From an optimization exercise on the open Yosys and OpenROAD flow, aimed at small area, a short achievable clock period and few clock cycles per item; shortcuts taken in it are not production practice. At most, simulation tests tie the RTL to the original design; equivalence was not proved.

Design alu_top, start of the top module:
module alu_top #(
    parameter int LFSR_MAX_STEPS = 8
) (
    input  logic     i_clk,
    input  logic     i_rst_n,
    input  logic     i_req,
    input  alu_pkg::alu_req_t i_cmd,
    output logic     o_ack,
    output alu_pkg::fx_t      o_result
);
For scale: about 0.010 mm² of cells after synthesis.
==> flow/config.mk <==
export PLATFORM = sky130hd
export DESIGN_NAME = alu_top
export DESIGN_NICKNAME = alu_top
export VERILOG_FILES = /design/flow/design.v
export SDC_FILE = /design/flow/constraint.sdc
export NUM_CORES = 4
export LEC_CHECK = 0
export ABC_AREA = 1
export CAP_MARGIN = 20
export CORE_MARGIN = 2
export CORE_UTILIZATION = 65
export SLEW_MARGIN = 20
==> flow/constraint.sdc <==
create_clock -name core_clock -period 9.5 [get_ports {i_clk}]
set_input_delay 1.9000 -clock core_clock [delete_from_list [all_inputs] [get_ports {i_clk}]]
set_output_delay 1.9000 -clock core_clock [all_outputs]
set_load 0.01 [all_outputs]
standard.sh (not shown) runs the stock make flow with config.mk's settings and CLKGATE_MAP_FILE= SYNTH_SCRIPT=/design/flow/synth_recipe.tcl, a recipe that flattens the netlist after the stock synthesis.
==> flow/flow/run.sh <==
#!/bin/bash
# Standard layout, with the timing repair aiming further below the clock
# period and small port buffers.
set -euo pipefail
bash standard.sh SETUP_SLACK_MARGIN=6.3 "BUFFER_PORTS_ARGS=-buffer_cell sky130_fd_sc_hd__buf_1" finish > standard_flow.log 2>&1
Testbench counts at the start, summed over its fixed seeds: cycles 21,608, ops 4,800.
Edit:
==> flow/flow/run.sh (replaced) <==
#!/bin/bash
# Standard layout, with the timing repair aiming further below the clock
# period and small port buffers.
set -euo pipefail
bash standard.sh SETUP_SLACK_MARGIN=5.8 "BUFFER_PORTS_ARGS=-buffer_cell sky130_fd_sc_hd__buf_1" finish > standard_flow.log 2>&1
--- a/flow/config.mk
+++ b/flow/config.mk
@@ -8 +7,0 @@
-export ABC_AREA = 1
@@ -11,0 +11 @@
+export PLACE_DENSITY = 0.72
Synthesized area falls by 5.0%.
Cell area shrinks by about 7%.
Worst setup slack loses 360 ps.
Wire length goes down by 12%.
Non-clock buffer count goes up by 1.
Fmax falls by 10%.
Edit:
==> flow/flow/run.sh (replaced) <==
#!/bin/bash
# Standard layout, with the timing repair aiming further below the clock
# period and small port buffers.
set -euo pipefail
bash standard.sh SETUP_SLACK_MARGIN=6.0 "BUFFER_PORTS_ARGS=-buffer_cell sky130_fd_sc_hd__buf_1" finish > standard_flow.log 2>&1
--- a/flow/config.mk
+++ b/flow/config.mk
@@ -11 +10,0 @@
-export PLACE_DENSITY = 0.72
Outcome: Core utilization goes up by 2.5 points; worst hold slack gets better by 7.3 ps; global-route usage goes up by 0.52 points; final cell count goes up slightly; flip-flop and latch count is unchanged; wire length goes up by a few percent; critical path depth is unchanged.
Edit:
--- a/flow/config.mk
+++ b/flow/config.mk
@@ -7,0 +8 @@
+export ABC_AREA = 1
After rerunning:
- utilization is lower by 4.2 points
- first-iteration DRC count is higher by 32%
- sequential cell count does not change
- via count is higher by 15%

========
before:
Another version of the RTL of alu_top (not shown whole).
For scale: ~1,300 cells after synthesis, ~120 flip-flops, ~11,000 µm² of cells after synthesis.
==> flow/design.v (excerpt) <==
module alu_top #(
    parameter int LFSR_MAX_STEPS = 8
) (
    input  logic     i_clk,
    input  logic     i_rst_n,
    input  logic     i_req,
    input  alu_pkg::alu_req_t i_cmd,
    output logic     o_ack,
    output alu_pkg::fx_t      o_result
);
export LEC_CHECK = 0
export CAP_MARGIN = 20
export CORE_MARGIN = 2
export CORE_UTILIZATION = 65
export SLEW_MARGIN = 20
create_clock -name core_clock -period 9.5 [get_ports {i_clk}]
==> flow/flow/run.sh <==
#!/bin/bash
# Standard layout, with the timing repair aiming further below the clock
# period and small port buffers.
set -euo pipefail
bash standard.sh SETUP_SLACK_MARGIN=6.0 "BUFFER_PORTS_ARGS=-buffer_cell sky130_fd_sc_hd__buf_1" finish > standard_flow.log 2>&1
What after does differently from before at the input level:
==> flow/flow/run.sh <==
#!/bin/bash
# Standard layout, with the timing repair aiming further below the clock
# period and small port buffers.
set -euo pipefail
bash standard.sh SETUP_SLACK_MARGIN=5.8 "BUFFER_PORTS_ARGS=-buffer_cell sky130_fd_sc_hd__buf_1" finish > standard_flow.log 2>&1
### Flow results
Compared with before, in after final critical-path setup slack shows a reduction of 0.14 ns, total length of routed wires shows a reduction of about 4.3%, utilization shows a reduction of 5.4 points.
Function was not checked in any run of this note: the RTL went through the layout flow alone.

-- static timing again, ports no longer ideal --
Ports are ideal in the flow. The routed layouts listed here were re-timed in OpenROAD.
Step 1 assumes that a clkbuf_16 drives the clock port and a buf_2 every other input.
Step 2 adds t to the input delays and takes it off the output delays; t is the mean of the earliest and latest rising clock arrival at the registers after step 1. Input paths then give back, and output paths get back, about the clock's delay inside the block.
Slacks: no drivers / after step 1 / after step 2; pairs: no drivers / after step 1.
run	shift t [ns]	setup slack, ns	worst hold slack (ns)	worst register clock-pin slew, ns	worst slew at a driven data input, ns
the first run of note 1	0.398	6.276 / 6.276 / 6.039	0.401 / 0.401 / 0.401	0.08 / 0.08	0.04
the second run of note 1	0.400	5.914 / 5.914 / 5.633	0.358 / 0.358 / 0.358	0.08 / 0.08	0.04
the third run of note 1	0.395	5.938 / 5.938 / 5.607	0.365 / 0.365 / 0.365	0.07 / 0.07	0.05
the fourth run of note 1	0.395	6.198 / 6.198 / 5.984	0.398 / 0.398 / 0.398	0.08 / 0.08	0.03
before	0.468	5.852 / 5.850 / 5.382	0.421 / 0.421 / 0.421	0.07 / 0.07	0.05
after	0.467	5.712 / 5.712 / 5.408	0.378 / 0.378 / 0.378	0.07 / 0.07	0.04
After both steps setup and hold are still met in every run listed. For before, which loses most, drivers alone change the setup slack by -0.002 ns; drivers and shift together by -0.470 ns.
